Background: an optimization exercise with open tools, aiming at small area, a short achievable clock period and few clock cycles per item. Do not read the settings as production practice. The RTL was checked by simulation tests, not by an equivalence proof against the original design. Power and IR drop assume default switching activity.

**flow/flow/run.sh**
```bash
#!/bin/bash
# The standard layout (standard.sh, unchanged synthesis), with ORFS's
# repair_timing asked to leave more setup slack than the 15 ns clock needs,
# so that the achieved period shrinks. Gate cloning is off so that no
# register is ever copied. Every port still gets a buffer; buffer_ports is
# only told which buffer cell to use. make's output goes to standard.log
# here; each ORFS step also keeps its own log under orfs/logs/.
set -euo pipefail
cd "$(dirname "$0")/.."
export SETUP_SLACK_MARGIN=10.7
export SKIP_GATE_CLONING=1
export BUFFER_PORTS_ARGS="-buffer_cell sky130_fd_sc_hd__buf_4"
bash standard.sh > standard.log 2>&1
```
**flow/standard.sh**
```bash
#!/bin/bash
# synth_recipe.tcl (not shown) runs the flow's synth.tcl, then flattens the netlist and writes it again
# the make line also repeats each setting of config.mk as NAME=value (left out here)
make -C /OpenROAD-flow-scripts/flow DESIGN_CONFIG=/design/flow/config.mk WORK_HOME=/design/flow/orfs CLKGATE_MAP_FILE= SYNTH_SCRIPT=/design/flow/synth_recipe.tcl "${@:-finish}"
```
**flow/config.mk**
```make
export PLATFORM = sky130hd
export DESIGN_NAME = lmfe_top
export DESIGN_NICKNAME = lmfe_top
export VERILOG_FILES = /design/flow/design.v
export SDC_FILE = /design/flow/constraint.sdc
export NUM_CORES = 8
export LEC_CHECK = 0
export ABC_AREA = 1
export CAP_MARGIN = 20
export CELL_PAD_IN_SITES_DETAIL_PLACEMENT = 0
export CELL_PAD_IN_SITES_GLOBAL_PLACEMENT = 1
export CORE_MARGIN = 2
export CORE_UTILIZATION = 55
export CTS_BUF_LIST = sky130_fd_sc_hd__clkbuf_16
export CTS_CLUSTER_DIAMETER = 100
export CTS_CLUSTER_SIZE = 25
export PLACE_DENSITY = 0.68
export SLEW_MARGIN = 20
```
**flow/constraint.sdc**
```tcl
create_clock -name core_clock -period 15.0 [get_ports {clk}]
set_input_delay 3.0000 -clock core_clock [delete_from_list [all_inputs] [get_ports {clk}]]
set_output_delay 3.0000 -clock core_clock [all_outputs]
set_load 0.01 [all_outputs]
```
**flow/design.v**
```verilog
package lmfe_pkg;
    localparam int IMG_W      = 128;
    localparam int IMG_H      = 128;
    localparam int WIN        = 7;
    localparam int HALF       = 3;          
    localparam int MEDIAN_IDX = 24;         
    localparam int ROW_SLOTS  = 6;          
    localparam int PEND       = 8;          
    localparam int WR_AT      = PEND;       
    localparam int FIFO_DEPTH = 4;          
    localparam int NEL        = WIN * WIN;  
    localparam int LAG_NEED   = HALF * IMG_W + HALF + 1;
    localparam int LAG_WMAX   = HALF * IMG_W - HALF - 1;
    typedef logic [7:0] pixel_t;
    typedef logic [6:0] col_t;
    typedef logic [2:0] slot_t;
    typedef logic [9:0] lag_t;
endpackage
`timescale 1ns/1ps
module line_buffer (
    input  logic                clk,
    input  logic [5:0]          we,
    input  logic [7:0]          wpix,
    output logic [47:0]         rd           
);
    localparam int RB = lmfe_pkg::IMG_W * 8;
    localparam int WA = lmfe_pkg::WR_AT;
    for (genvar k = 0; k < lmfe_pkg::ROW_SLOTS; k++) begin : g_ring
        logic [RB-1:0] q;                    
        always_ff @(posedge clk) begin
            q <= {q[RB-9:8*WA], (we[k] ? wpix : q[8*WA-1 -: 8]), q[8*WA-9:0], q[RB-1:RB-8]};
        end
        assign rd[8*k +: 8] = q[7:0];
    end
endmodule
`timescale 1ns/1ps
module row_loader (
    input  logic                clk,
    input  logic                reset,
    input  logic                in_en,
    input  lmfe_pkg::pixel_t    Din,
    input  logic                emit,        
    output logic                busy,
    output logic [5:0]          we,
    output logic [7:0]          wpix,
    output lmfe_pkg::col_t      ph,
    output lmfe_pkg::col_t      rc,          
    output lmfe_pkg::lag_t      lag,         
    output logic [7:0]          prd          
);
    localparam int F  = lmfe_pkg::FIFO_DEPTH;
    localparam int AW = 2;                   
    localparam int P  = lmfe_pkg::PEND;
    localparam int PW = 3;                   
    logic [F*8-1:0] fifo;
    logic [AW-1:0]  rptr;
    logic [AW-1:0]  wptr;
    logic [AW:0]    cnt;
    logic [AW:0]    cnt_nxt;
    logic [P*8-1:0] pend;                    
    logic [PW:0]    pcnt;
    lmfe_pkg::col_t lcol;                    
    lmfe_pkg::col_t wcol;                    
    lmfe_pkg::col_t wc7;                     
    lmfe_pkg::lag_t lagw;                    
    logic           rebase;
    logic [2:0]     wring;                   
    logic           take;
    logic           idle;
    logic           ld;
    logic           wr;
    assign take = in_en && !busy;
    assign idle = (lag == '0);
    assign wr   = (pcnt != '0) && (rc == wc7) && (lagw <= lmfe_pkg::lag_t'(lmfe_pkg::LAG_WMAX));
    assign rebase = idle && (cnt != '0);
    assign ld   = (cnt != '0) && (idle || (ph == lcol)) && ((pcnt != (PW+1)'(P)) || wr);
    assign wpix = pend[8*wcol[PW-1:0] +: 8];
    assign cnt_nxt = cnt + {{AW{1'b0}}, take} - {{AW{1'b0}}, ld};
    for (genvar k = 0; k < lmfe_pkg::ROW_SLOTS; k++) begin : g_we
        assign we[k] = wr && (wring == 3'(k));
    end
    always_ff @(posedge clk) begin
        if (take) begin
            fifo[8*wptr +: 8] <= Din;
        end
        if (ld) begin
            pend[8*lcol[PW-1:0] +: 8] <= fifo[8*rptr +: 8];
        end
        prd <= ld ? fifo[8*rptr +: 8] : pend[8*ph[PW-1:0] +: 8];
    end
    always_ff @(posedge clk or posedge reset) begin
        if (reset) begin
            rptr  <= '0;
            wptr  <= '0;
            cnt   <= '0;
            busy  <= 1'b0;
            pcnt  <= '0;
            lcol  <= '0;
            wcol  <= '0;
            wc7   <= lmfe_pkg::col_t'(lmfe_pkg::WR_AT - 1);
            wring <= '0;
            ph    <= '0;
            rc    <= '1;
            lag   <= '0;
            lagw  <= '0;
        end else begin
            if (take) begin
                wptr <= wptr + 1'b1;
            end
            if (ld) begin
                rptr <= rptr + 1'b1;
                lcol <= lcol + 1'b1;
            end
            if (wr) begin
                wcol <= wcol + 1'b1;
                wc7  <= wc7 + 1'b1;
                if (wcol == lmfe_pkg::col_t'(lmfe_pkg::IMG_W - 1)) begin
                    wring <= (wring == 3'(lmfe_pkg::ROW_SLOTS - 1)) ? '0 : wring + 1'b1;
                end
            end
            cnt  <= cnt_nxt;
            busy <= ((cnt + (AW+1)'(take)) == (AW+1)'(F));
            pcnt <= pcnt + (PW+1)'(ld) - (PW+1)'(wr);
            ph   <= (rebase ? lcol : ph) + 1'b1;
            rc   <= rebase ? lcol : ph;
            case ({ld, emit})
                2'b10:   lag <= lag + 1'b1;
                2'b01:   lag <= lag - 1'b1;
                default: lag <= lag;
            endcase
            case ({wr, emit})
                2'b10:   lagw <= lagw + 1'b1;
                2'b01:   lagw <= lagw - 1'b1;
                default: lagw <= lagw;
            endcase
        end
    end
endmodule
`timescale 1ns/1ps
module window_scanner (
    input  logic                    clk,
    input  logic                    reset,
    input  lmfe_pkg::col_t          rc,
    input  lmfe_pkg::lag_t          lag,
    input  logic [47:0]             rd,
    input  logic [7:0]              prd,
    output logic [55:0]             col_pix,    
    output logic                    emit        
);
    lmfe_pkg::col_t  xp;                       
    lmfe_pkg::col_t  ecol;                     
    lmfe_pkg::col_t  row;                      
    lmfe_pkg::slot_t top;                      
    logic            tail;
    logic [6:0]      vis;                      
    logic [5:0]      on_adv;                   
    logic [5:0]      on_adv_q;
    logic            p_adv_q;
    logic [5:0]      ring_on;
    logic            p_on;                     
    lmfe_pkg::col_t  row_n;
    lmfe_pkg::slot_t top_n;
    logic            adv;                      
    assign tail = (xp > lmfe_pkg::col_t'(lmfe_pkg::IMG_W - lmfe_pkg::HALF - 1));
    assign emit = (rc == ecol)
               && (tail || (row > lmfe_pkg::col_t'(lmfe_pkg::IMG_H - lmfe_pkg::HALF - 1))
                   || (lag >= lmfe_pkg::lag_t'(lmfe_pkg::LAG_NEED)));
    assign adv  = emit && (xp == lmfe_pkg::col_t'(lmfe_pkg::IMG_W - lmfe_pkg::HALF - 1));
    assign row_n = row + 1'b1;
    assign top_n = (top == lmfe_pkg::slot_t'(lmfe_pkg::ROW_SLOTS - 1)) ? '0 : top + 1'b1;
    always_comb begin
        for (int j = 0; j < lmfe_pkg::WIN; j++) begin
            vis[j] = (int'(row_n) + j >= lmfe_pkg::HALF) && (int'(row_n) + j <= lmfe_pkg::IMG_H - 1 + lmfe_pkg::HALF);
        end
        for (int k = 0; k < lmfe_pkg::ROW_SLOTS; k++) begin
            on_adv[k] = 1'b0;
            for (int j = 0; j < lmfe_pkg::ROW_SLOTS; j++) begin
                if (((int'(top_n) + j) % lmfe_pkg::ROW_SLOTS) == k) begin
                    on_adv[k] = vis[j];
                end
            end
        end
    end
    for (genvar k = 0; k < lmfe_pkg::ROW_SLOTS; k++) begin : g_mask
        assign col_pix[8*k +: 8] = rd[8*k +: 8] & {8{ring_on[k]}};
    end
    assign col_pix[55:48] = prd & {8{p_on}};
    always_ff @(posedge clk) begin
        on_adv_q <= on_adv;
        p_adv_q  <= vis[6];
    end
    always_ff @(posedge clk or posedge reset) begin
        if (reset) begin
            xp      <= '0;
            ecol    <= lmfe_pkg::col_t'(lmfe_pkg::HALF);
            row     <= '0;
            top     <= lmfe_pkg::slot_t'(lmfe_pkg::ROW_SLOTS - lmfe_pkg::HALF);
            ring_on <= 6'b000111;              
            p_on    <= 1'b1;
        end else if (emit) begin
            xp   <= xp + 1'b1;
            ecol <= ecol + 1'b1;
            if (adv) begin
                row     <= row_n;
                top     <= top_n;
                ring_on <= on_adv_q;
                p_on    <= p_adv_q;
            end
        end
    end
endmodule
`timescale 1ns/1ps
module median_rank49 (
    input  logic                    clk,
    input  logic                    reset,
    input  logic [55:0]             col_pix,    
    input  logic                    emit,
    input  lmfe_pkg::col_t          rc,
    output lmfe_pkg::pixel_t        Dout,
    output logic                    out_valid
);
    localparam int W  = lmfe_pkg::WIN;
    localparam int NS = 7;                     
    localparam int NX = W + NS - 1;            
    localparam int CB = 8 * W;                 
    logic [CB-1:0] s0, s1, s2, s3, s4, s5, s6;
    logic [CB-1:0] s2_q, s4_q;
    logic          e1, e2;
    lmfe_pkg::col_t rc1, rc2;
    assign s0 = col_pix;
    cmp_swap i_cx0_06 (.a(s0[7:0]), .b(s0[55:48]), .lo(s1[7:0]), .hi(s1[55:48]));
    cmp_swap i_cx0_23 (.a(s0[23:16]), .b(s0[31:24]), .lo(s1[23:16]), .hi(s1[31:24]));
    cmp_swap i_cx0_45 (.a(s0[39:32]), .b(s0[47:40]), .lo(s1[39:32]), .hi(s1[47:40]));
    assign s1[15:8] = s0[15:8];
    cmp_swap i_cx1_02 (.a(s1[7:0]), .b(s1[23:16]), .lo(s2[7:0]), .hi(s2[23:16]));
    cmp_swap i_cx1_14 (.a(s1[15:8]), .b(s1[39:32]), .lo(s2[15:8]), .hi(s2[39:32]));
    cmp_swap i_cx1_36 (.a(s1[31:24]), .b(s1[55:48]), .lo(s2[31:24]), .hi(s2[55:48]));
    assign s2[47:40] = s1[47:40];
    cmp_swap i_cx2_01 (.a(s2_q[7:0]), .b(s2_q[15:8]), .lo(s3[7:0]), .hi(s3[15:8]));
    cmp_swap i_cx2_25 (.a(s2_q[23:16]), .b(s2_q[47:40]), .lo(s3[23:16]), .hi(s3[47:40]));
    cmp_swap i_cx2_34 (.a(s2_q[31:24]), .b(s2_q[39:32]), .lo(s3[31:24]), .hi(s3[39:32]));
    assign s3[55:48] = s2_q[55:48];
    cmp_swap i_cx3_12 (.a(s3[15:8]), .b(s3[23:16]), .lo(s4[15:8]), .hi(s4[23:16]));
    cmp_swap i_cx3_46 (.a(s3[39:32]), .b(s3[55:48]), .lo(s4[39:32]), .hi(s4[55:48]));
    assign s4[7:0] = s3[7:0];
    assign s4[31:24] = s3[31:24];
    assign s4[47:40] = s3[47:40];
    cmp_swap i_cx4_23 (.a(s4_q[23:16]), .b(s4_q[31:24]), .lo(s5[23:16]), .hi(s5[31:24]));
    cmp_swap i_cx4_45 (.a(s4_q[39:32]), .b(s4_q[47:40]), .lo(s5[39:32]), .hi(s5[47:40]));
    assign s5[7:0] = s4_q[7:0];
    assign s5[15:8] = s4_q[15:8];
    assign s5[55:48] = s4_q[55:48];
    cmp_swap i_cx5_12 (.a(s5[15:8]), .b(s5[23:16]), .lo(s6[15:8]), .hi(s6[23:16]));
    cmp_swap i_cx5_34 (.a(s5[31:24]), .b(s5[39:32]), .lo(s6[31:24]), .hi(s6[39:32]));
    cmp_swap i_cx5_56 (.a(s5[47:40]), .b(s5[55:48]), .lo(s6[47:40]), .hi(s6[55:48]));
    assign s6[7:0] = s5[7:0];
    logic [3*W-1:0]            tq;             
    logic [8:0]                gnew;           
    logic [W*9-1:0]            xg;             
    logic [NX*CB-1:0]          xd;             
    logic [W-1:0]              colv_q;
    logic                      v0;
    logic [NS*W*3-1:0]         lo_q, hi_q;     
    logic [NS*8-1:0]           m_q;
    logic [NS-1:0]             v_q;
    logic [NS*W*3-1:0]         lo_in, hi_in, g;
    logic [NS*8-1:0]           m_in;
    logic [NS-1:0]             v_in;
    logic [NS*W*7-1:0]         ge;
    logic [NS-1:0]             m;
    logic [3*W*3-1:0]          g0;             
    logic [2:0]                m0;             
    logic [1:0]                top2;           
    logic [W-1:0]              colv;           
    always_comb begin
        for (int p = 0; p < W; p++) begin
            tq[p]       = s6[8*p + 7] | s6[8*p + 6];
            tq[W + p]   = s6[8*p + 7];
            tq[2*W + p] = s6[8*p + 7] & s6[8*p + 6];
        end
        for (int q = 0; q < 3; q++) begin
            gnew[3*q + 2] = !tq[W*q + 3];
            gnew[3*q + 1] = (!tq[W*q + 1] && tq[W*q + 3]) || !tq[W*q + 5];
            gnew[3*q + 0] = (!tq[W*q + 0] && tq[W*q + 1]) || (!tq[W*q + 2] && tq[W*q + 3])
                         || (!tq[W*q + 4] && tq[W*q + 5]) || !tq[W*q + 6];
        end
        for (int j = 0; j < W; j++) begin
            colv[j] = (rc2 >= lmfe_pkg::col_t'(lmfe_pkg::HALF)) ? (rc2 >= lmfe_pkg::col_t'(j))
                                                                 : (rc2 < lmfe_pkg::col_t'(j));
        end
        for (int q = 0; q < 3; q++) begin
            for (int j = 0; j < W; j++) begin
                g0[3*(W*q+j) +: 3] = colv_q[j] ? xg[9*j + 3*q +: 3] : 3'd7;
            end
        end
        top2[1] = m0[1];
        top2[0] = m0[1] ? m0[2] : m0[0];
        for (int j = 0; j < W; j++) begin
            case (top2)
                2'b00: begin lo_in[3*j +: 3] = colv_q[j] ? 3'd0 : 3'd7; hi_in[3*j +: 3] = g0[3*j +: 3];         end
                2'b01: begin lo_in[3*j +: 3] = g0[3*j +: 3];           hi_in[3*j +: 3] = g0[3*(W+j) +: 3];     end
                2'b10: begin lo_in[3*j +: 3] = g0[3*(W+j) +: 3];       hi_in[3*j +: 3] = g0[3*(2*W+j) +: 3];   end
                default: begin lo_in[3*j +: 3] = g0[3*(2*W+j) +: 3];   hi_in[3*j +: 3] = 3'd7;                 end
            endcase
        end
        m_in[7:0] = {top2, 6'b0};
        v_in[0]   = v0;
        for (int k = 1; k < NS; k++) begin
            lo_in[3*W*k +: 3*W] = lo_q[3*W*(k-1) +: 3*W];
            hi_in[3*W*k +: 3*W] = hi_q[3*W*(k-1) +: 3*W];
            m_in[8*k +: 8]      = m_q[8*(k-1) +: 8];
            v_in[k]             = v_q[k-1];
            for (int j = 0; j < W; j++) begin
                for (int p = 0; p < W; p++) begin
                    ge[W*(W*k+j) + p] = (3'(p) >= hi_in[3*(W*k+j) +: 3])
                                     || ((3'(p) >= lo_in[3*(W*k+j) +: 3]) && xd[CB*(k+j) + 8*p + 6 - k]);
                end
                g[3*(W*k+j) + 2] = !ge[W*(W*k+j) + 3];
                g[3*(W*k+j) + 1] = (!ge[W*(W*k+j) + 1] && ge[W*(W*k+j) + 3]) || !ge[W*(W*k+j) + 5];
                g[3*(W*k+j) + 0] = (!ge[W*(W*k+j) + 0] && ge[W*(W*k+j) + 1])
                                || (!ge[W*(W*k+j) + 2] && ge[W*(W*k+j) + 3])
                                || (!ge[W*(W*k+j) + 4] && ge[W*(W*k+j) + 5])
                                || !ge[W*(W*k+j) + 6];
            end
        end
    end
    for (genvar q = 0; q < 3; q++) begin : g_s0
        sum7_le24 i_sum (.g(g0[3*W*q +: 3*W]), .le(m0[q]));
    end
    for (genvar k = 1; k < NS; k++) begin : g_sk
        sum7_le24 i_sum (.g(g[3*W*k +: 3*W]), .le(m[k]));
    end
    assign m[0] = 1'b0;                        
    always_ff @(posedge clk) begin
        s2_q   <= s2;
        s4_q   <= s4;
        rc1    <= rc;
        rc2    <= rc1;
        colv_q <= colv;
        xg     <= {xg[(W-1)*9-1:0], gnew};
        xd     <= {xd[(NX-1)*CB-1:0], s6};
        lo_q[3*W-1:0] <= lo_in[3*W-1:0];
        hi_q[3*W-1:0] <= hi_in[3*W-1:0];
        m_q[7:0]      <= m_in[7:0];
        for (int k = 1; k < NS; k++) begin
            lo_q[3*W*k +: 3*W] <= m[k] ? g[3*W*k +: 3*W] : lo_in[3*W*k +: 3*W];
            hi_q[3*W*k +: 3*W] <= m[k] ? hi_in[3*W*k +: 3*W] : g[3*W*k +: 3*W];
            m_q[8*k +: 8]      <= m_in[8*k +: 8] | (8'(m[k]) << (6 - k));
        end
        Dout <= m_in[8*(NS-1) +: 8] | 8'(m[NS-1]);
    end
    always_ff @(posedge clk or posedge reset) begin
        if (reset) begin
            e1        <= 1'b0;
            e2        <= 1'b0;
            v0        <= 1'b0;
            v_q       <= '0;
            out_valid <= 1'b0;
        end else begin
            e1        <= emit;
            e2        <= e1;
            v0        <= e2;
            v_q       <= v_in;
            out_valid <= v_in[NS-1];
        end
    end
endmodule
module sum7_le24 (
    input  logic [20:0] g,                     
    output logic        le
);
    logic [6:0]  s0 [3], s1 [3], s2 [3], s3 [3], s4 [3], s5 [3], s6 [3];
    logic [7:0]  th [3];                       
    logic [7:0]  ca;                           
    int          k;
    always_comb begin
        for (int b = 0; b < 3; b++) begin
            for (int j = 0; j < 7; j++) s0[b][j] = g[3*j + b];
            s1[b] = s0[b];
            {s1[b][0], s1[b][6]} = {s0[b][0] & s0[b][6], s0[b][0] | s0[b][6]};
            {s1[b][2], s1[b][3]} = {s0[b][2] & s0[b][3], s0[b][2] | s0[b][3]};
            {s1[b][4], s1[b][5]} = {s0[b][4] & s0[b][5], s0[b][4] | s0[b][5]};
            s2[b] = s1[b];
            {s2[b][0], s2[b][2]} = {s1[b][0] & s1[b][2], s1[b][0] | s1[b][2]};
            {s2[b][1], s2[b][4]} = {s1[b][1] & s1[b][4], s1[b][1] | s1[b][4]};
            {s2[b][3], s2[b][6]} = {s1[b][3] & s1[b][6], s1[b][3] | s1[b][6]};
            s3[b] = s2[b];
            {s3[b][0], s3[b][1]} = {s2[b][0] & s2[b][1], s2[b][0] | s2[b][1]};
            {s3[b][2], s3[b][5]} = {s2[b][2] & s2[b][5], s2[b][2] | s2[b][5]};
            {s3[b][3], s3[b][4]} = {s2[b][3] & s2[b][4], s2[b][3] | s2[b][4]};
            s4[b] = s3[b];
            {s4[b][1], s4[b][2]} = {s3[b][1] & s3[b][2], s3[b][1] | s3[b][2]};
            {s4[b][4], s4[b][6]} = {s3[b][4] & s3[b][6], s3[b][4] | s3[b][6]};
            s5[b] = s4[b];
            {s5[b][2], s5[b][3]} = {s4[b][2] & s4[b][3], s4[b][2] | s4[b][3]};
            {s5[b][4], s5[b][5]} = {s4[b][4] & s4[b][5], s4[b][4] | s4[b][5]};
            s6[b] = s5[b];
            {s6[b][1], s6[b][2]} = {s5[b][1] & s5[b][2], s5[b][1] | s5[b][2]};
            {s6[b][3], s6[b][4]} = {s5[b][3] & s5[b][4], s5[b][3] | s5[b][4]};
            {s6[b][5], s6[b][6]} = {s5[b][5] & s5[b][6], s5[b][5] | s5[b][6]};
            th[b][0] = 1'b1;
            for (int i = 1; i < 8; i++) th[b][i] = s6[b][7 - i];
        end
        ca[0] = 1'b1;
        for (int a = 1; a < 8; a++) begin
            ca[a] = 1'b1;
            for (int b = 0; b < 8; b++) begin
                k = 24 - 4*a - 2*b;
                if (k < 7) begin
                    ca[a] = ca[a] & !(((b > 0) ? th[1][b] : 1'b1) & ((k >= 0) ? th[0][k + 1] : 1'b1));
                end
            end
        end
        le = 1'b1;
        for (int a = 1; a < 8; a++) le = le & (!th[2][a] | ca[a]);
    end
endmodule
module cmp_swap (
    input  logic [7:0] a,
    input  logic [7:0] b,
    output logic [7:0] lo,
    output logic [7:0] hi
);
    logic [7:0] g1, e1;
    logic [3:0] g2, e2;
    logic [1:0] g3, e3;
    logic       sw;
    always_comb begin
        for (int i = 0; i < 8; i++) begin
            g1[i] = a[i] & ~b[i];
            e1[i] = ~(a[i] ^ b[i]);
        end
        for (int i = 0; i < 4; i++) begin
            g2[i] = g1[2*i+1] | (e1[2*i+1] & g1[2*i]);
            e2[i] = e1[2*i+1] & e1[2*i];
        end
        for (int i = 0; i < 2; i++) begin
            g3[i] = g2[2*i+1] | (e2[2*i+1] & g2[2*i]);
            e3[i] = e2[2*i+1] & e2[2*i];
        end
        sw = g3[1] | (e3[1] & g3[0]);
    end
    assign lo = sw ? b : a;
    assign hi = sw ? a : b;
endmodule
`timescale 1ns/1ps
module lmfe_top (
    input  logic             clk,
    input  logic             reset,
    input  logic             in_en,
    input  lmfe_pkg::pixel_t Din,
    output logic             busy,
    output logic             out_valid,
    output lmfe_pkg::pixel_t Dout
);
    logic [5:0]                we;
    logic [7:0]                wpix;
    lmfe_pkg::col_t            ph;
    lmfe_pkg::lag_t            lag;
    logic [47:0]               rd;
    logic [7:0]                prd;
    logic [55:0]               col_pix;
    logic                      emit;
    lmfe_pkg::col_t            rc;
    row_loader i_loader (
        .clk   (clk),
        .reset (reset),
        .in_en (in_en),
        .Din   (Din),
        .emit  (emit),
        .busy  (busy),
        .we    (we),
        .wpix  (wpix),
        .ph    (ph),
        .rc    (rc),
        .lag   (lag),
        .prd   (prd)
    );
    line_buffer i_lbuf (
        .clk  (clk),
        .we   (we),
        .wpix (wpix),
        .rd   (rd)
    );
    window_scanner i_scan (
        .clk     (clk),
        .reset   (reset),
        .rc      (rc),
        .lag     (lag),
        .rd      (rd),
        .prd     (prd),
        .col_pix (col_pix),
        .emit    (emit)
    );
    median_rank49 i_rank (
        .clk       (clk),
        .reset     (reset),
        .col_pix   (col_pix),
        .emit      (emit),
        .rc        (rc),
        .Dout      (Dout),
        .out_valid (out_valid)
    );
endmodule
```
==> reports/metrics.yaml, run 1 <==
placed_design:
  pre_cts_ws_ns: 10.09
  globalplace.congestion: 0.8853
  portBuffers: 20
  dp_hpwl_mm: 207.7
worst_setup_path:
  r2r_slack_ns: 10.94
  path_max_fanout: 2
  path_class: "reg -> out"
  worstPathArrival_ns: 1.49
  cp_slowest_cell: "dfrtp_2"
  cp_top_family: "flip-flops"
  worst-path-buf-inv: 1
  start_kind: "register"
  crit_chain: "buf_6"
  critPathRequiredTime_ns: 12.00
  slowest_delay_ns: 0.44
  worstSetupEndpointType: "output pin"
clock_tree:
  clk_path_buf_depth: 4
  clock-root-buffer: "clkbuf_16"
  path_clk_slew_ns: 0.10
  ctsHoldBuffers: 0
  numCtsBuffers: 335
  clock_sinks: 7290
  clock_latency_ns: 0.96
  cts_tree: "built"
  cts.htree.levels: 5
logic_synthesis:
  ys.flop_type: "dfxtp_1"
  synthTopCellsByArea: "dfxtp_1 80%, nand2_1 4.6%, nand3_1 2.1%, inv_1 1.7%, o21ai_0 1.7%"
  synth.avg_cell_area_sq_um: 12.99
  ys_seq_area_share_pct: 82.97
  yosysTopAreaCell: "dfxtp_1"
  synth_common_cells: "7,083 x dfxtp_1, 2,190 x nand2_1, 827 x inv_1, 741 x nand3_1, 655 x nor2_1"
  synth-edff-count: 96
  synthDistinctLibCells: 69
  async_reset_ff_share_pct: 1.523
  syn_area_sq_um: 177800
  synth_nets: 13880
  yosys_warnings: 14
  synth_seq_cells: 7290
  synth_top_area_share_pct: 79.77
  synthMostInstantiatedCell: "dfxtp_1"
  synthCells: 13680
global_routing:
  grt_busiest_layer: "met2"
  grt_pass1_wl_mm: 473.1
  grt_use_met2_pct: 29.40
  met1_usage_pct: 26.28
  grt.overflow.total: 0
  grt_max_degree: 81
  use_met3_pct: 2.235
  gr-usage-all-layers_pct: 18.42
  antenna_found_initial: 18
  grt_pass1_vias: 83560
timing:
  drv_slew: 0
  tightest_slew_ns: 1.097
  fmax_ghz: 0.2229
  finalCriticalPeriod_ns: 4.487
  skew_ns: 0.07017
  period_share_pct: 29.91
  finalHoldViolations: 0
  finalSetupViolations: 0
  fin_ws_ns: 10.51
  rsz0062_at_grt: "true"
  slew-limit-headroom_pct: 26.71
  tns_ns: 0
routing:
  wl_per_cell_um: 16.79
  avgViaCountPerCell: 4.691
  vias: 85640
  remaining_drc_errors: 0
  drtPass1Iterations: 6
  drt_iter0_drc: 5627
  ant_nets: 0
  finalWirelength_mm: 306.4
layout:
  layout-drive-gt1-share_pct: 5.065
  fillers: 24600
  area_delta_synth_final_pct: 8.212
  fin_nets: 14080
die:
  rows: 208
  die_area_sq_um: 327700
  pin_count: 21
  start_util_pct: 55.30
  die_w_um: 572.5
  core_area_sq_um: 321400
  die_h_um: 572.5
power:
  clkPwrFrac_pct: 30.6
  leakage_uw: 0.08063
  peakVddDrop_v: 0.0001603
  p_int_uw: 24820
  cellPowerDensity_nw_per_um2: 166.6
  comb_power_share_pct: 5.2
  seq_power_share_pct: 64.3
  power.switching_uw: 7221
  swShare_pct: 22.54
hold_path:
  hp-class: "reg -> reg"
run:
  maxCapViolations: 0
status:
  status: "timing/DRC/antenna clean"
[routing by layer]
metal,wire [um],vias up
li1,-,43350
met3,11980,503
met1,149900,40040
met4,8925,2
met2,135600,1736
met5,8,-
[state kept, by name, summed over array words and instances, names as in the netlist, 56 cells and up]
register,flops
i_rank.hi_q,126
i_rank.s4_q,56
i_rank.xd,441
i_loader.pend,64
i_rank.xg,63
i_rank.s2_q,56
i_rank.lo_q,126
i_lbuf.g_ring.q,6144
[through the flow]
step                instance area (sq um)  cells  util, %  power, uW  hold WS, ns
CTS                                192000  18230    59.75      32350       0.2645
floorplan                          177800  13680        -      21890       0.3096
finish                             192300  18250    59.85      32040       0.2632
global placement                   182600  17840    56.81      22650       0.3095
detailed placement                 182600  17840    56.82      22680       0.3121
global route                       192300  18250    59.84      33290       0.2635
[power groups by stage]
stage	clock [uW]	sequential (uW)	combinational, uW
2_1_floorplan	0	20800	1110
3_3_place_gp	0	21000	1630
3_5_place_dp	0	21000	1650
4_1_cts	10100	20600	1660
5_1_grt	10800	20700	1860
6_report	9790	20600	1660
[cell families after synthesis]
kind of cell | synth area share [%]
flip-flops | 82.97
buffers and inverters | 2.454
multiplexers | 0.1774
other | 0.002110
XOR/XNOR | 0.4040
AO/OA/AOI/OAI | 3.543
AND/OR/NAND/NOR | 9.094
adder cells (fa/ha/maj) | 1.356
[final timing paths]
| kind | from | cells after the start | end |
|---|---|---|---|
| max reg2reg | i_loader.lcol[0] | 6 | i_loader.pend[63] |
| max in group asynchronous | reset | 4 | i_scan.ring_on[3] |
| min reg2reg | i_lbuf.g_ring[5].q[253] | 0 | i_lbuf.g_ring[5].q[261] |
| min | i_lbuf.g_ring[5].q[253] | 0 | i_lbuf.g_ring[5].q[261] |
| max | i_loader.busy | 1 | busy |
| min in group asynchronous | reset | 2 | i_scan.row[2] |
[timing repair]
action,4_1_cts,5_1_grt
endpoints found under the setup margin,113,231
gates resized for setup,35,52
setup buffers,1,9
pin swaps,1,5
[cells in the final DEF, fill, tap and decap left out, types with 17 or more instances in the layout]
cell type | Yosys | layout
nor3_1 | 40 | 40
xor2_1 | 56 | 56
o21a_1 | 31 | 31
nand3_1 | 741 | 740
inv_1 | 827 | 836
o21ai_0 | 603 | 590
mux2_2 | 28 | 28
buf_4 | 10 | 51
dfstp_2 | 18 | 17
or2_2 | 37 | 37
nand2_1 | 2190 | 2176
o21ai_1 | 37 | 49
o211ai_1 | 53 | 53
nand3b_1 | 17 | 17
nand4_1 | 87 | 87
xnor2_1 | 26 | 26
nand2_2 | 10 | 19
nor2_2 | 20 | 20
dfxtp_1 | 7083 | 7070
ha_1 | 187 | 179
dfrtp_1 | 93 | 89
nor2_1 | 655 | 653
inv_2 | 47 | 48
clkbuf_16 | 0 | 343
a21oi_1 | 282 | 280
o22ai_1 | 60 | 60
edfxtp_1 | 96 | 96
[area by class of cell]
type	instances	area, sq um	area share (%)
well taps	4305	5386	2.800
multi-input cells	5301	26170	13.60
clock buffers	343	8583	4.462
clock inverters	55	723.2	0.3760
diodes	9	22.52	0.01171
flip-flops and latches	7290	147500	76.69
inverters	883	3348	1.741
repair buffers	68	610.6	0.3174
Testbench counts, summed over its fixed seeds: cycles 99,498, frames 6.
==> run 2, diff against run 1 <==
--- a/flow/config.mk
+++ b/flow/config.mk
@@ -13,6 +13,6 @@
 export CORE_UTILIZATION = 55
 export CTS_BUF_LIST = sky130_fd_sc_hd__clkbuf_16
-export CTS_CLUSTER_DIAMETER = 100
-export CTS_CLUSTER_SIZE = 25
+export CTS_CLUSTER_DIAMETER = 70
+export CTS_CLUSTER_SIZE = 30
 export PLACE_DENSITY = 0.68
 export SLEW_MARGIN = 20
==> run 2 against run 1 <==
Clock power hardly changed; critical endpoint unchanged; register-to-register slack better by 0.06 ns; sequential cell count unchanged; global-route usage shrank 0.13 points; worst setup slack better by 0.026 ns; utilization is essentially flat; area after synthesis did not move; combinational power is essentially flat; total power barely moved; via count is essentially flat; critical path type unchanged; sequential share of layout area about the same.
==> reports/metrics.yaml, run 2 <==
clock_tree:
  path_clk_slew_ns: 0.10  # about the same
  cts.htree.levels: 5  # unchanged
  clk_path_buf_depth: 4  # unchanged
  clock_latency_ns: 0.93  # -0.03 ns
  clock-root-buffer: "clkbuf_16"
  numCtsBuffers: 309  # -7.8%
  cts_tree: "built"
  clock_sinks: 7290  # unchanged
logic_synthesis:
  synth.avg_cell_area_sq_um: 12.99  # unchanged
  synth_nets: 13880  # unchanged
  synthMostInstantiatedCell: "dfxtp_1"
  synth-edff-count: 96  # unchanged
  ys_seq_area_share_pct: 82.97  # unchanged
  syn_area_sq_um: 177800  # unchanged
  synthDistinctLibCells: 69  # unchanged
  yosysTopAreaCell: "dfxtp_1"
  synth_seq_cells: 7290  # unchanged
  async_reset_ff_share_pct: 1.523  # unchanged
  yosys_warnings: 14  # unchanged
  synthTopCellsByArea: "dfxtp_1 80%, nand2_1 4.6%, nand3_1 2.1%, inv_1 1.7%, o21ai_0 1.7%"
  synth_top_area_share_pct: 79.77  # unchanged
  synthCells: 13680  # unchanged
  synth_common_cells: "7,083 x dfxtp_1, 2,190 x nand2_1, 827 x inv_1, 741 x nand3_1, 655 x nor2_1"
  ys.flop_type: "dfxtp_1"
die:
  pin_count: 21  # unchanged
  rows: 208  # unchanged
  start_util_pct: 55.30  # unchanged
  die_h_um: 572.5  # unchanged
  die_w_um: 572.5  # unchanged
  die_area_sq_um: 327700  # unchanged
  core_area_sq_um: 321400  # unchanged
worst_setup_path:
  path_depth: 1  # unchanged
  worst-path-buf-inv: 1  # unchanged
  reg2regPathDepth: 6  # unchanged
  start_kind: "register"
  slowest_delay_ns: 0.44  # about the same
  crit_chain: "buf_6"
  worstPathArrival_ns: 1.46  # -0.03 ns
  reg2reg_to: "i_loader.pend[61]"
  r2r_start: "i_loader.lcol[0]"
  worstSetupEndpointType: "output pin"
  cp_slowest_cell: "dfrtp_2"
  r2r_slack_ns: 11.00  # +0.06 ns
  cp_top_family: "flip-flops"
  critPathRequiredTime_ns: 12.00  # about the same
  path_class: "reg -> out"
  path_max_fanout: 2  # unchanged
placed_design:
  portBuffers: 20  # unchanged
  dp_hpwl_mm: 207.7  # unchanged
  pre_cts_ws_ns: 10.09  # unchanged
  globalplace.congestion: 0.8853  # unchanged
layout:
  largestRegisters: "i_lbuf.g_ring.q: 6144 flops, i_rank.xd: 441 flops"
  top_register: "i_lbuf.g_ring.q"
  final_common_cell: "dfxtp_1"
  fillers: 24640  # +0.16%
  layout-drive-gt1-share_pct: 5.157  # +0.092 points
  fin_nets: 14050  # -0.18%
  area_delta_synth_final_pct: 8.209  # about the same
  largest_reg_flops: 6144  # unchanged
  layout_common_cells: "7,070 x dfxtp_1, 2,177 x nand2_1, 826 x inv_1, 740 x nand3_1, 653 x nor2_1"
global_routing:
  antenna_found_initial: 14  # -4
  gr-usage-all-layers_pct: 18.29  # -0.13 points
  grt.overflow.total: 0  # unchanged
  grt_max_degree: 81  # unchanged
  grt_pass1_wl_mm: 469.8  # -0.70%
  grt_pass1_vias: 83130  # -0.51%
timing:
  finalSetupViolations: 0  # unchanged
  period_share_pct: 29.74  # -0.17 points
  rsz0062_at_grt: "true"
  tightest_slew_ns: 1.084  # -0.01251 ns
  finalCriticalPeriod_ns: 4.461  # -0.02620 ns
  tns_ns: 0  # unchanged
  drv_slew: 0  # unchanged
  fin_ws_ns: 10.54  # +0.02620 ns
  slew-limit-headroom_pct: 27.55  # +0.84 points
  skew_ns: 0.04975  # -0.02042 ns
  finalHoldViolations: 0  # unchanged
  fmax_ghz: 0.2242  # +0.59%
status:
  status: "timing/DRC/antenna clean"
run:
  maxCapViolations: 0  # unchanged
power:
  leakage_uw: 0.08055  # -0.10%
  peakVddDrop_v: 0.0001469  # -8.4%
  cellPowerDensity_nw_per_um2: 166.4  # about the same
routing:
  drt_iter0_drc: 5728  # +1.8%
  avgViaCountPerCell: 4.694  # about the same
  finalWirelength_mm: 304.4  # -0.65%
  ant_nets: 0  # unchanged
  wl_per_cell_um: 16.68  # -0.66%
  remaining_drc_errors: 0  # unchanged
  vias: 85690  # +0.063%
  drtPass1Iterations: 8  # +2
hold_path:
  min_path_cells: 0  # unchanged
  holdPathEnd: "i_lbuf.g_ring[0].q[591]"
  min_from: "i_lbuf.g_ring[0].q[583]"
  hp-class: "reg -> reg"
-- run 2: cell types whose count changed in the layout (fill, tap and decap cells not counted), moves of 5 or more --
cell | previous run | this run
clkinv_8 | 3 | 17
inv_12 | 4 | 14
clkbuf_16 | 343 | 315
inv_1 | 836 | 826
inv_16 | 4 | 12
clkinv_16 | 10 | 15
-- run 2: area by class of cell --
cell class              count  area [sq um]  area share, %
diodes                      7         17.52       0.009107
multi-input cells        5301         26170          13.61
clock buffers             315          7883          4.098
flip-flops and latches   7290        147500          76.69
inverters                 883          3348          1.741
well taps                4305          5386          2.800
clock inverters            86          1438         0.7474
repair buffers             68         594.3         0.3090
-- run 2: worst max path at each step --
stage	startpoint	endpoint	slack (ns)
global route	i_loader.busy	busy	10.46
global placement	reset	i_loader.wcol[0]	10.12
detailed placement	reset	i_loader.wcol[0]	10.09
floorplan	in_en	i_loader.cnt[2]	10.61
CTS	i_loader.busy	busy	10.40
finish	i_loader.busy	busy	10.54
-- run 2: per-layer routing --
metal  wire length [um]  up-vias  global-route usage, %
li1                   -    43310                      -
met1             148800    40120                  26.20
met2             134200     1732                  29.15
met3              12430      529                  2.153
met4               9053        0                  5.669
met5                  0        -                      0
-- run 2: metrics by stage --
stage                     hold WS, ns  instance area (sq um)  total power (uW)  utilization, %  cells
after floorplan                0.3096                 177800             21890               -  13680
after global placement         0.3095                 182600             22650           56.81  17840
after detailed placement       0.3121                 182600             22680           56.82  17840
after CTS                      0.2812                 192000             32340           59.75  18240
after global routing           0.2775                 192300             33270           59.84  18250
final                          0.2885                 192300             32020           59.84  18260
-- run 2: where the power goes --
| part | total [uW] | internal, uW | switching [uW] |
|---|---|---|---|
| registers | 20600 | 20100 | 453 |
| logic | 1660 | 473 | 1180 |
| clock network | 9770 | 4030 | 5740 |
-- run 2: what timing repair did --
item / in CTS / in global routing
gates cloned: 0 / 0
hold buffers: 0 / 0
resized for setup: 34 / 52
setup endpoints to repair: 112 / 222
buffers inserted: 1 / 9
pin swaps: 1 / 4
-- run 2: cell families (layout without fill, tap and decap cells) --
group / after synthesis / count (layout) / synth area share [%]
buf+inv: 1092 / 1352 / 2.454
flops: 7290 / 7290 / 82.97
simple gates: 3854 / 3854 / 9.094
other cells: 1 / 8 / 0.002110
mux: 28 / 28 / 0.1774
xor+xnor: 82 / 82 / 0.4040
compound gates: 1145 / 1145 / 3.543
fa+ha+maj: 191 / 191 / 1.356
==> run 3, diff against run 2 <==
==> flow/run.sh (new file) <==
#!/bin/bash
# synth_recipe.tcl (not shown) runs the flow's synth.tcl, then flattens the netlist and writes it again
# the make line also repeats each setting of config.mk as NAME=value (left out here)
make -C /OpenROAD-flow-scripts/flow DESIGN_CONFIG=/design/flow/config.mk WORK_HOME=/design/flow/orfs CLKGATE_MAP_FILE= SYNTH_SCRIPT=/design/flow/synth_recipe.tcl finish
--- a/flow/config.mk
+++ b/flow/config.mk
@@ -6,5 +6,5 @@
 export NUM_CORES = 8
 export LEC_CHECK = 0
-export ABC_AREA = 1
+export ABC_CLOCK_PERIOD_IN_PS = 4000
 export CAP_MARGIN = 20
 export CELL_PAD_IN_SITES_DETAIL_PLACEMENT = 0
@@ -13,6 +13,7 @@
 export CORE_UTILIZATION = 55
 export CTS_BUF_LIST = sky130_fd_sc_hd__clkbuf_16
-export CTS_CLUSTER_DIAMETER = 70
-export CTS_CLUSTER_SIZE = 30
+export CTS_CLUSTER_DIAMETER = 100
+export CTS_CLUSTER_SIZE = 25
 export PLACE_DENSITY = 0.68
+export SETUP_SLACK_MARGIN = 5
 export SLEW_MARGIN = 20
removed: flow/flow/run.sh
removed: flow/standard.sh
==> run 3 against run 2 <==
Still clean on timing, DRC and antenna; critical path depth rose by 16; sequential cell count did not move; sequential share of layout area decreased by 0.13 points; critical path type is now reg -> reg; largest cell class unchanged.
==> reports/metrics.yaml, run 3 <==
hold_path:
  hp-class: "reg -> reg"
  min_from: "i_rank.xd[280]"
worst_setup_path:
  cp_slowest_cell: "o41a_1"
  critPathRequiredTime_ns: 15.80  # +3.80 ns
  slowest_delay_ns: 0.86  # +0.42 ns
  path_class: "reg -> reg"
  path_max_fanout: 23  # +21
  worst-path-buf-inv: 1  # unchanged
  startpoint: "i_rank.s4_q[25]"
  r2r_start: "i_rank.s4_q[25]"
  worstSetupEndpointType: "register"
  start_kind: "register"
  cp_top_family: "compound AO/OA/AOI/OAI gates"
  worstPathArrival_ns: 6.60  # +5.14 ns
  crit_chain: "inv_1, ha_1, nand2_1, o21bai_1, a21oi_1, o21ai_0, o41a_1, mux2i_1, ha_1, a21o_1, a21o_1, a21oi_1, o211ai_1, nand2_1, mux2_2, a221o_1, a221o_1"
timing:
  rsz0062_at_grt: "false"
  finalSetupViolations: 0  # unchanged
  tightest_slew_ns: 1.095  # +0.01099 ns
  period_share_pct: 38.65  # +8.9 points
  skew_ns: 0.04154  # -0.008212 ns
  holdWs_ns: 0.2986  # +0.01008 ns
  tns_ns: 0  # unchanged
  fmax_ghz: 0.1725  # -23%
  drv_slew: 0  # unchanged
  finalHoldViolations: 0  # unchanged
  slew-limit-headroom_pct: 26.43  # -1.1 points
  finalCriticalPeriod_ns: 5.797  # +1.337 ns
logic_synthesis:
  synthCells: 12150  # -11%
  ys_seq_area_share_pct: 82.70  # -0.27 points
  synth_top_area_share_pct: 79.51  # -0.26 points
  synth_top_family_by_area: "compound AO/OA/AOI/OAI gates"
  synth_fa_ha_area_share_pct: 1.565  # +0.21 points
  yosysTopAreaCell: "dfxtp_1"
  yosys.area_share.xor_xnor_pct: 0.5108  # +0.11 points
  synth_nets: 12350  # -11%
  syn_area_sq_um: 178300  # +0.32%
  synth-compound-area-share_pct: 6.313  # +2.8 points
  synth_seq_cells: 7290  # unchanged
  ys.flop_type: "dfxtp_1"
  synth.avg_cell_area_sq_um: 14.68  # +13%
  yosys_warnings: 14  # unchanged
  synth-edff-count: 96  # unchanged
  synthSimpleGateAreaFrac_pct: 5.101  # -4.0 points
  synthTopCellsByArea: "dfxtp_1 80%, edfxtp_1 1.6%, ha_1 1.3%, dfrtp_1 1.3%, o21ai_0 1.2%"
  synthMostInstantiatedCell: "dfxtp_1"
  async_reset_ff_share_pct: 1.523  # unchanged
  yosys-mux-area-fraction_pct: 2.593  # +2.4 points
  synthDistinctLibCells: 107  # +55%
  synth_common_cells: "7,083 x dfxtp_1, 584 x nand2_1, 445 x o21ai_0, 408 x nor2_1, 351 x a21oi_1"
routing:
  avgViaCountPerCell: 4.914  # +4.7%
  vias: 82140  # -4.1%
  drt_iter0_drc: 5543  # -3.2%
  remaining_drc_errors: 0  # unchanged
  drtPass1Iterations: 8  # unchanged
  ant_nets: 0  # unchanged
  finalWirelength_mm: 290.3  # -4.6%
  wl_per_cell_um: 17.37  # +4.2%
clock_tree:
  clock_sinks: 7290  # unchanged
  ctsHoldBuffers: 0  # unchanged
  ctsResizeCount: 0  # -100%
  numCtsBuffers: 334  # +8.1%
  postCtsSetupBuffers: 0  # -1
  path_clk_slew_ns: 0.10  # about the same
  cts.htree.levels: 5  # unchanged
  clk_path_buf_depth: 4  # unchanged
  clock_latency_ns: 0.93  # about the same
  clock-root-buffer: "clkbuf_16"
  cts_tree: "built"
power:
  cellPowerDensity_nw_per_um2: 165.2  # -0.76%
  leakage_uw: 0.07698  # -4.4%
  finalPower_uw: 31820  # -0.62%
  peakVddDrop_v: 0.0001607  # +9.4%
global_routing:
  gr-usage-all-layers_pct: 17.28  # -1.0 points
  grt_pass1_vias: 80440  # -3.2%
  grt_max_degree: 72  # -11%
  antenna_found_initial: 25  # +11
  grt_pass1_wl_mm: 453.7  # -3.4%
  grt.overflow.total: 0  # unchanged
placed_design:
  placed_cells: 16310  # -8.6%
  dp_hpwl_mm: 194.4  # -6.4%
  portBuffers: 20  # unchanged
  globalplace.congestion: 0.8420  # -4.9%
layout:
  final_common_cell: "dfxtp_1"
  fillers: 24470  # -0.67%
  fin_nets: 12520  # -11%
  layout-drive-gt1-share_pct: 6.227  # +1.1 points
  top_register: "i_lbuf.g_ring.q"
  largest_reg_flops: 6144  # unchanged
  fin_cells: 16710  # -8.4%
  area_delta_synth_final_pct: 8.020
  layout_common_cells: "7,083 x dfxtp_1, 583 x nand2_1, 442 x o21ai_0, 408 x nor2_1, 348 x a21oi_1"
  largestRegisters: "i_lbuf.g_ring.q: 6144 flops, i_rank.xd: 441 flops"
die:
  rows: 209  # +0.48%
  pin_count: 21  # unchanged
  die_w_um: 573.4  # +0.16%
  die_area_sq_um: 328800  # +0.32%
  start_util_pct: 55.13  # -0.18 points
  die_h_um: 573.4  # +0.16%
  core_area_sq_um: 323500  # +0.64%
status:
  status: "timing/DRC/antenna clean"
run:
  maxCapViolations: 0  # unchanged
run 3: cell types whose count changed in the layout (fill, tap and decap cells not counted), moves of 114 or more:
| cell | change |
|---|---|
| o21ai_0 | -149 |
| nand2b_1 | +114 |
| nand3_1 | -559 |
| nand2_1 | -1594 |
| mux2i_1 | +174 |
| mux2_2 | +136 |
| inv_1 | -488 |
| nor2_1 | -245 |
run 3: worst paths after layout:
| path | depth (start not counted) | slack, ns | endpoint |
|---|---|---|---|
| max in group asynchronous | 3 | 11.16 | i_loader.wcol[1] |
| max | 17 | 9.20 | i_rank.xg[6] |
| min | 0 | 0.30 | i_rank.xd[336] |
| min in group asynchronous | 2 | 2.53 | i_scan.row[1] |
| max reg2reg | 17 | 9.20 | i_rank.xg[6] |
| min reg2reg | 0 | 0.30 | i_rank.xd[336] |
run 3: layout make-up:
class	count	area [sq um]	area share, %
Inverter	332	1249	0.6482
Clock buffer	339	8483	4.404
Clock inverter	57	676.9	0.3514
Multi-Input combinational cell	4299	28770	14.93
Antenna cell	7	17.52	0.009093
Tap cell	4325	5411	2.809
Sequential cell	7290	147500	76.56
Timing Repair Buffer	64	548.0	0.2845
run 3: cell families after synthesis:
logic type                 Yosys count
buffers and inverters              561
adders and majority gates          229
AOI/OAI and AO/OA                 1711
muxes                              387
xor gates and xnor gates           104
DFF                               7290
other                                1
and+or+nand+nor                   1867
run 3: per-layer routing:
| metal | up-vias | GRT usage (%) | share of wire [%] |
|---|---|---|---|
| met4 | 0 | 4.296 | 2.1 |
| met3 | 404 | 2.495 | 4.1 |
| li1 | 40780 | - | - |
| met1 | 39330 | 26.00 | 51 |
| met2 | 1628 | 26.32 | 43 |
| met5 | - | 0 | 0 |
run 3: power by group:
| group | switching, uW | internal (uW) | total, uW |
|---|---|---|---|
| registers | 507 | 20200 | 20700 |
| logic | 842 | 614 | 1460 |
| clock network | 5520 | 4160 | 9680 |
run 3: metrics by stage:
stage	setup WS, ns	cell area, sq um	utilization (%)
final	9.203	192600	59.55
after global routing	8.722	192600	59.55
after CTS	9.013	192600	59.53
after detailed placement	9.018	183400	56.70
after global placement	9.047	183400	56.69
after floorplan	9.099	178300	-
==> run 4, diff against run 3 <==
--- a/flow/design.v
+++ b/flow/design.v
@@ -75,5 +75,5 @@
     assign rebase = idle && (cnt != '0);
     assign ld   = (cnt != '0) && (idle || (ph == lcol)) && ((pcnt != (PW+1)'(P)) || wr);
-    assign wpix = pend[8*wcol[PW-1:0] +: 8];
+    assign wpix = pend[8*ph[PW-1:0] +: 8];
     assign cnt_nxt = cnt + {{AW{1'b0}}, take} - {{AW{1'b0}}, ld};
     for (genvar k = 0; k < lmfe_pkg::ROW_SLOTS; k++) begin : g_we
@@ -171,14 +171,18 @@
     always_comb begin
         for (int j = 0; j < lmfe_pkg::WIN; j++) begin
-            vis[j] = (int'(row_n) + j >= lmfe_pkg::HALF) && (int'(row_n) + j <= lmfe_pkg::IMG_H - 1 + lmfe_pkg::HALF);
-        end
-        for (int k = 0; k < lmfe_pkg::ROW_SLOTS; k++) begin
-            on_adv[k] = 1'b0;
-            for (int j = 0; j < lmfe_pkg::ROW_SLOTS; j++) begin
-                if (((int'(top_n) + j) % lmfe_pkg::ROW_SLOTS) == k) begin
-                    on_adv[k] = vis[j];
-                end
+            if (j < lmfe_pkg::HALF) begin
+                vis[j] = (row_n >= lmfe_pkg::col_t'(lmfe_pkg::HALF - j));
+            end else begin
+                vis[j] = (row_n <= lmfe_pkg::col_t'(lmfe_pkg::IMG_H - 1 + lmfe_pkg::HALF - j));
             end
         end
+        case (top_n)
+            3'd0:    on_adv = vis[5:0];
+            3'd1:    on_adv = {vis[4:0], vis[5]};
+            3'd2:    on_adv = {vis[3:0], vis[5:4]};
+            3'd3:    on_adv = {vis[2:0], vis[5:3]};
+            3'd4:    on_adv = {vis[1:0], vis[5:2]};
+            default: on_adv = {vis[0], vis[5:1]};
+        endcase
     end
     for (genvar k = 0; k < lmfe_pkg::ROW_SLOTS; k++) begin : g_mask
@@ -227,5 +231,4 @@
     logic [CB-1:0] s2_q, s4_q;
     logic          e1, e2;
-    lmfe_pkg::col_t rc1, rc2;
     assign s0 = col_pix;
     cmp_swap i_cx0_06 (.a(s0[7:0]), .b(s0[55:48]), .lo(s1[7:0]), .hi(s1[55:48]));
@@ -273,4 +276,6 @@
     logic [1:0]                top2;           
     logic [W-1:0]              colv;           
+    lmfe_pkg::col_t            rc_v;           
+    assign rc_v = rc - lmfe_pkg::col_t'(2);
     always_comb begin
         for (int p = 0; p < W; p++) begin
@@ -286,6 +291,6 @@
         end
         for (int j = 0; j < W; j++) begin
-            colv[j] = (rc2 >= lmfe_pkg::col_t'(lmfe_pkg::HALF)) ? (rc2 >= lmfe_pkg::col_t'(j))
-                                                                 : (rc2 < lmfe_pkg::col_t'(j));
+            colv[j] = (rc_v >= lmfe_pkg::col_t'(lmfe_pkg::HALF)) ? (rc_v >= lmfe_pkg::col_t'(j))
+                                                                  : (rc_v < lmfe_pkg::col_t'(j));
         end
         for (int q = 0; q < 3; q++) begin
@@ -335,6 +340,4 @@
         s2_q   <= s2;
         s4_q   <= s4;
-        rc1    <= rc;
-        rc2    <= rc1;
         colv_q <= colv;
         xg     <= {xg[(W-1)*9-1:0], gnew};
==> flow/flow/run.sh (new file) <==
#!/bin/bash
# The standard layout (standard.sh, unchanged synthesis), with ORFS's
# repair_timing asked to leave more setup slack than the 15 ns clock needs,
# so that the achieved period shrinks. Gate cloning is off so that no
# register is ever copied. Every port still gets a buffer; buffer_ports is
# only told which buffer cell to use. make's output goes to standard.log
# here; each ORFS step also keeps its own log under orfs/logs/.
set -euo pipefail
cd "$(dirname "$0")/.."
export SETUP_SLACK_MARGIN=10.7
export SKIP_GATE_CLONING=1
export BUFFER_PORTS_ARGS="-buffer_cell sky130_fd_sc_hd__buf_4"
bash standard.sh > standard.log 2>&1
==> flow/standard.sh (new file) <==
#!/bin/bash
# synth_recipe.tcl (not shown) runs the flow's synth.tcl, then flattens the netlist and writes it again
# the make line also repeats each setting of config.mk as NAME=value (left out here)
make -C /OpenROAD-flow-scripts/flow DESIGN_CONFIG=/design/flow/config.mk WORK_HOME=/design/flow/orfs CLKGATE_MAP_FILE= SYNTH_SCRIPT=/design/flow/synth_recipe.tcl "${@:-finish}"
--- a/flow/config.mk
+++ b/flow/config.mk
@@ -6,5 +6,5 @@
 export NUM_CORES = 8
 export LEC_CHECK = 0
-export ABC_CLOCK_PERIOD_IN_PS = 4000
+export ABC_AREA = 1
 export CAP_MARGIN = 20
 export CELL_PAD_IN_SITES_DETAIL_PLACEMENT = 0
@@ -13,7 +13,6 @@
 export CORE_UTILIZATION = 55
 export CTS_BUF_LIST = sky130_fd_sc_hd__clkbuf_16
-export CTS_CLUSTER_DIAMETER = 100
-export CTS_CLUSTER_SIZE = 25
+export CTS_CLUSTER_DIAMETER = 70
+export CTS_CLUSTER_SIZE = 30
 export PLACE_DENSITY = 0.68
-export SETUP_SLACK_MARGIN = 5
 export SLEW_MARGIN = 20
removed: flow/run.sh
==> run 4 against run 3 <==
Still clean on timing, DRC and antenna; maximum frequency grew 29%; sequential share of layout area is 0.90 points higher; clock skew decreased by 0.0048 ns; count of clock-buffer cells in the layout decreased by 22; sequential power about the same; utilization increased by 0.20 points; sequential cell count fell by 14; largest power group unchanged.
==> reports/metrics.yaml, run 4 <==
worst_setup_path:
  reg2reg_to: "i_rank.lo_q[2]"
  slowest_delay_ns: 0.46  # -0.40 ns
  worstSetupEndpointType: "output pin"
  worstPathArrival_ns: 1.50  # -5.10 ns
  crit_chain: "buf_6"
  cp_top_family: "flip-flops"
  start_kind: "register"
  worst-path-buf-inv: 1  # unchanged
  r2r_slack_ns: 11.02  # +1.82 ns
  path_class: "reg -> out"
  cp_slowest_cell: "dfrtp_2"
  critPathRequiredTime_ns: 12.00  # -3.80 ns
  reg2regPathDepth: 16  # -1
  r2r_start: "i_rank.colv_q[5]"
  path_max_fanout: 2  # -91%
logic_synthesis:
  synthSimpleGateAreaFrac_pct: 9.507  # +4.4 points
  synth_nets: 13630  # +10%
  synth_common_cells: "7,069 x dfxtp_1, 2,253 x nand2_1, 835 x nand3_1, 820 x inv_1, 671 x nor2_1"
  ys.flop_type: "dfxtp_1"
  async_reset_ff_share_pct: 1.526  # +0.0029 points
  synth-compound-area-share_pct: 2.705  # -3.6 points
  synth.avg_cell_area_sq_um: 13.08  # -11%
  yosys.area_share.xor_xnor_pct: 0.3637  # -0.15 points
  yosysTopAreaCell: "dfxtp_1"
  synth_top_family_by_area: "simple AND/OR/NAND/NOR gates"
  synth-edff-count: 96  # unchanged
  synth_seq_cells: 7276  # -0.19%
  synthTopCellsByArea: "dfxtp_1 80%, nand2_1 4.8%, nand3_1 2.4%, inv_1 1.8%, edfxtp_1 1.6%"
  synth_top_area_share_pct: 80.49  # +0.98 points
  yosys-mux-area-fraction_pct: 0.1089  # -2.5 points
  yosys_warnings: 14  # unchanged
  synthCells: 13450  # +11%
  synth_fa_ha_area_share_pct: 1.223  # -0.34 points
  synthMostInstantiatedCell: "dfxtp_1"
  ys_seq_area_share_pct: 83.72  # +1.0 points
  synthDistinctLibCells: 58  # -46%
  syn_area_sq_um: 175800  # -1.4%
status:
  status: "timing/DRC/antenna clean"
die:
  die_h_um: 569.4  # -0.70%
  start_util_pct: 55.28  # +0.15 points
  die_area_sq_um: 324200  # -1.4%
  pin_count: 21  # unchanged
  core_area_sq_um: 318100  # -1.7%
  die_w_um: 569.4  # -0.70%
  rows: 207  # -0.96%
clock_tree:
  clock-root-buffer: "clkbuf_16"
  clock_latency_ns: 0.92  # about the same
  numCtsBuffers: 310  # -7.2%
  clock_sinks: 7276  # -0.19%
  cts_tree: "built"
  path_clk_slew_ns: 0.11  # about the same
  clk_path_buf_depth: 4  # unchanged
  ctsHoldBuffers: 0  # unchanged
  cts.htree.levels: 5  # unchanged
timing:
  tightest_slew_ns: 1.085  # -0.01054 ns
  tns_ns: 0  # unchanged
  slew-limit-headroom_pct: 27.59  # +1.2 points
  finalCriticalPeriod_ns: 4.502  # -1.295 ns
  finalHoldViolations: 0  # unchanged
  fmax_ghz: 0.2221  # +29%
  rsz0062_at_grt: "true"
  skew_ns: 0.03674  # -0.004802 ns
  finalSetupViolations: 0  # unchanged
  period_share_pct: 30.01  # -8.6 points
  drv_slew: 0  # unchanged
placed_design:
  placed_cells: 17490  # +7.2%
  placed_area_sq_um: 180600  # -1.5%
  portBuffers: 20  # unchanged
  dp_hpwl_mm: 200.7  # +3.3%
  globalplace.congestion: 0.8679  # +3.1%
layout:
  final_common_cell: "dfxtp_1"
  area_delta_synth_final_pct: 8.093  # about the same
  largestRegisters: "i_lbuf.g_ring.q: 6144 flops, i_rank.xd: 441 flops"
  fillers: 24720  # +1.0%
  stdcell_area_sq_um: 190000  # -1.3%
  fin_cells: 17920  # +7.2%
  fin_nets: 13810  # +10%
  largest_reg_flops: 6144  # unchanged
  layout_common_cells: "7,061 x dfxtp_1, 2,239 x nand2_1, 835 x nand3_1, 820 x inv_1, 670 x nor2_1"
  top_register: "i_lbuf.g_ring.q"
  layout-drive-gt1-share_pct: 4.606  # -1.6 points
routing:
  avgViaCountPerCell: 4.618  # -6.0%
  ant_nets: 0  # unchanged
  finalWirelength_mm: 294.0  # +1.3%
  drt_iter0_drc: 5085  # -8.3%
  vias: 82730  # +0.73%
  wl_per_cell_um: 16.41  # -5.6%
  remaining_drc_errors: 0  # unchanged
  drtPass1Iterations: 7  # -1
power:
  cellPowerDensity_nw_per_um2: 166.4  # +0.76%
  leakage_uw: 0.08011  # +4.1%
  peakVddDrop_v: 0.0001375  # -14%
global_routing:
  grt_pass1_wl_mm: 455.4  # +0.37%
  grt.overflow.total: 0  # unchanged
  antenna_found_initial: 32  # +28%
  grt_pass1_vias: 80560  # +0.15%
  grt_max_degree: 77  # +6.9%
  gr-usage-all-layers_pct: 17.92  # +0.63 points
run:
  maxCapViolations: 0  # unchanged
hold_path:
  holdPathEnd: "i_lbuf.g_ring[4].q[29]"
  min_path_cells: 0  # unchanged
  min_from: "i_lbuf.g_ring[4].q[21]"
  hp-class: "reg -> reg"
-- run 4: changes by cell type after synthesis, moves of 147 or more --
cell / before / now
inv_1: 322 / 820
mux2_2: 164 / 17
mux2i_1: 174 / 0
a21oi_1: 351 / 180
nor2_1: 408 / 671
nand2_1: 584 / 2253
nand3_1: 183 / 835
-- run 4: stage by stage --
step | power, uW | worst slack, ns | hold WS (ns) | utilization [%]
CTS | 31970 | 10.39 | 0.3010 | 59.67
detailed placement | 22430 | 10.02 | 0.3121 | 56.78
global placement | 22410 | 9.759 | 0.3095 | 56.78
global route | 32860 | 10.43 | 0.3076 | 59.75
floorplan | 21680 | 10.61 | 0.3096 | -
finish | 31630 | 10.50 | 0.3030 | 59.75
-- run 4: worst max path at each step --
stage	depth (start not counted)	end	startpoint
after floorplan	7	i_loader.cnt[2]	in_en
after global placement	23	i_loader.lag[8]	i_loader.ph[0]
after detailed placement	23	i_loader.lag[8]	i_loader.ph[0]
after CTS	1	busy	i_loader.busy
after global routing	1	busy	i_loader.busy
final	1	busy	i_loader.busy
-- run 4: layout make-up --
class / count / area [sq um] / share of cell area (%)
inverter: 850 / 3228 / 1.699
tap: 4180 / 5230 / 2.752
timing repair buffer: 69 / 621.8 / 0.3272
sequential: 7276 / 147200 / 77.46
clock buffer: 317 / 7933 / 4.174
multi-input combinational: 5124 / 24620 / 12.95
clock inverter: 85 / 1160 / 0.6103
antenna: 16 / 40.04 / 0.02107
-- run 4: per-layer routing --
| metal | vias up | wire [um] | track usage, % |
|---|---|---|---|
| met4 | 4 | 11990 | 6.956 |
| met3 | 543 | 10420 | 2.251 |
| met5 | - | 22 | 0 |
| li1 | 42450 | - | - |
| met1 | 38330 | 141600 | 25.00 |
| met2 | 1403 | 129900 | 28.59 |
-- run 4: cells by family after synthesis --
| kind of cell | after synthesis |
|---|---|
| flops | 7276 |
| simple gates | 3998 |
| buf+inv | 1046 |
| compound gates | 865 |
| fa+ha+maj | 170 |
| xor+xnor | 73 |
| mux | 17 |
| other cells | 1 |
-- run 4: power breakdown --
group          leakage (uW)  internal [uW]  total [uW]  switching [uW]
Combinational        0.0164            440        1590            1150
Sequential           0.0593          20100       20400             337
Clock               0.00445           3980        9650            5670
-- run 4: worst register-to-register path, stage by stage (launching register included) --
cell	delay, ns
dfxtp_1	0.71
nand2_1	0.30
nand2_1	0.18
nor2_1	0.07
nor2_1	0.14
nand2_1	0.08
or2_1	0.25
or2_1	0.25
nor2_1	0.11
nand3_1	0.08
nand2_1	0.06
o21ai_1	0.10
nor2_4	0.48
clkinvlp_4	0.51
clkbuf_8	0.33
nand3_1	0.08
nand4_1	0.12
-- run 4: what timing repair did --
item / in CTS / in global routing
endpoints found under the setup margin: 123 / 208
gates resized for setup: 43 / 45
pin swaps: 1 / 5
setup buffers: 1 / 10
Testbench counts of run 4, summed over its fixed seeds: cycles 99,498, frames 6.
==> run 5, diff against run 4 <==
--- a/flow/config.mk
+++ b/flow/config.mk
@@ -13,6 +13,6 @@
 export CORE_UTILIZATION = 55
 export CTS_BUF_LIST = sky130_fd_sc_hd__clkbuf_16
-export CTS_CLUSTER_DIAMETER = 70
-export CTS_CLUSTER_SIZE = 30
+export CTS_CLUSTER_DIAMETER = 100
+export CTS_CLUSTER_SIZE = 25
 export PLACE_DENSITY = 0.68
 export SLEW_MARGIN = 20
==> run 5 against run 4 <==
Global-route usage up 0.053 points; sequential cell count unchanged; final cell count about the same; clock power up 1%; first-iteration DRC count down 0.41%; combinational power about the same; die area unchanged; sequential share of layout area down 0.14 points; count of clock-buffer cells in the layout up 21; register-to-register slack worse by 0.06 ns; maximum frequency up 0.27%; critical path type unchanged; critical endpoint unchanged.
==> reports/metrics.yaml, run 5 <==
status:
  status: "timing/DRC/antenna clean"
logic_synthesis:
  syn_area_sq_um: 175800  # unchanged
  synthDistinctLibCells: 58  # unchanged
  ys.flop_type: "dfxtp_1"
  async_reset_ff_share_pct: 1.526  # unchanged
  synth_seq_cells: 7276  # unchanged
  synthMostInstantiatedCell: "dfxtp_1"
  yosysTopAreaCell: "dfxtp_1"
  synth_common_cells: "7,069 x dfxtp_1, 2,253 x nand2_1, 835 x nand3_1, 820 x inv_1, 671 x nor2_1"
routing:
  ant_nets: 0  # unchanged
  drtPass1Iterations: 6  # -1
  vias: 82880  # +0.18%
  avgViaCountPerCell: 4.622  # about the same
  remaining_drc_errors: 0  # unchanged
  wl_per_cell_um: 16.43  # +0.12%
die:
  start_util_pct: 55.28  # unchanged
  core_area_sq_um: 318100  # unchanged
  rows: 207  # unchanged
  die_h_um: 569.4  # unchanged
  die_w_um: 569.4  # unchanged
placed_design:
  portBuffers: 20  # unchanged
  globalplace.congestion: 0.8679  # unchanged
worst_setup_path:
  worst-path-buf-inv: 1  # unchanged
  worstSetupEndpointType: "output pin"
  cp_slowest_cell: "dfrtp_2"
  worstPathArrival_ns: 1.49  # about the same
  critPathRequiredTime_ns: 12.00  # about the same
  path_class: "reg -> out"
  slowest_delay_ns: 0.46  # about the same
layout:
  final_common_cell: "dfxtp_1"
  top_register: "i_lbuf.g_ring.q"
  largestRegisters: "i_lbuf.g_ring.q: 6144 flops, i_rank.xd: 441 flops"
  largest_reg_flops: 6144  # unchanged
  fillers: 24630  # -0.38%
  layout-drive-gt1-share_pct: 4.520  # -0.086 points
  seq_area_sq_um: 147200  # unchanged
timing:
  holdWs_ns: 0.2805  # -0.02254 ns
  finalHoldViolations: 0  # unchanged
  drv_slew: 0  # unchanged
  rsz0062_at_grt: "true"
  slew-limit-headroom_pct: 30.21  # +2.6 points
global_routing:
  grt_max_degree: 77  # unchanged
  grt_pass1_wl_mm: 457.3  # +0.41%
clock_tree:
  cts_tree: "built"
  clock-root-buffer: "clkbuf_16"
  numCtsBuffers: 334  # +7.7%
  cts.htree.levels: 5  # unchanged
hold_path:
  hp-class: "reg -> reg"
run:
  maxCapViolations: 0  # unchanged
run 5: cell count changes in the layout (fill, tap and decap cells not counted), moves of 5 or more:
cell / change
diode_2: +20
clkinv_8: -11
clkinv_16: +10
inv_6: -11
inv_1: +9
inv_16: -11
inv_8: -5
clkbuf_16: +21
run 5: what timing repair did:
action / CTS / global route
setup endpoints to repair: 123 / 207
pin swaps: 1 / 5
gates resized for setup: 42 / 47
gates cloned: 0 / 0
buffers inserted: 1 / 10
hold endpoints to repair: 0 / 0
run 5: final cells by class:
cell class	instances	area share [%]
Multi-Input combinational cell	5124	12.93
Inverter	850	1.696
Clock buffer	338	4.443
Antenna cell	36	0.04732
Timing Repair Buffer	69	0.3266
Tap cell	4180	2.747
Sequential cell	7276	77.32
Clock inverter	59	0.4857
run 5: logic make-up (layout without fill, tap and decap cells):
kind of cell               count (synthesis)  in the layout  synth area share (%)
muxes                                     17             17                0.1089
DFF                                     7276           7276                 83.72
AOI/OAI and AO/OA                        865            865                 2.705
adders and majority gates                170            170                 1.223
other                                      1             37              0.002133
buffers and inverters                   1046           1316                 2.366
xor gates and xnor gates                  73             73                0.3637
and+or+nand+nor                         3998           3998                 9.507
run 5: per-layer routing:
layer / vias up / track usage, % / part of all wire [%]
met3: 522 / 2.038 / 3.6
met2: 1478 / 28.83 / 45
met1: 38420 / 25.09 / 48
met4: 4 / 6.976 / 3.9
met5: - / 0 / 0.0075
li1: 42460 / - / -
run 5: power by group:
| part | internal, uW | leakage, uW | switching [uW] | total, uW |
|---|---|---|---|---|
| sequential | 20000 | 0.0593 | 336 | 20400 |
| combinational | 440 | 0.0164 | 1150 | 1590 |
| clock | 4180 | 0.00461 | 5590 | 9770 |
| total | 24700 | 0.0803 | 7070 | 31700 |
run 5: through the flow:
| stage | instance area, sq um | util (%) | instances | power (uW) | setup WS [ns] |
|---|---|---|---|---|---|
| 6_report | 190400 | 59.86 | 17930 | 31740 | 10.51 |
| 5_1_grt | 190300 | 59.84 | 17900 | 32990 | 10.44 |
| 4_1_cts | 190100 | 59.77 | 17890 | 32110 | 10.39 |
| 3_5_place_dp | 180600 | 56.78 | 17490 | 22430 | 10.02 |
| 3_3_place_gp | 180600 | 56.78 | 17490 | 22410 | 9.759 |
| 2_1_floorplan | 175900 | - | 13450 | 21680 | 10.61 |
run 5: final timing paths:
check / start / end / slack [ns] / cells past startpoint
setup reg to reg: i_rank.colv_q[5] / i_rank.lo_q[2] / 10.96 / 16
hold / removal: i_lbuf.g_ring[3].q[362] / i_lbuf.g_ring[3].q[370] / 0.28 / 0
min in group asynchronous: reset / i_loader.wptr[0] / 2.27 / 3
setup / recovery: i_loader.busy / busy / 10.51 / 1
max in group asynchronous: reset / i_scan.row[0] / 11.51 / 4
hold reg to reg: i_lbuf.g_ring[3].q[362] / i_lbuf.g_ring[3].q[370] / 0.28 / 0
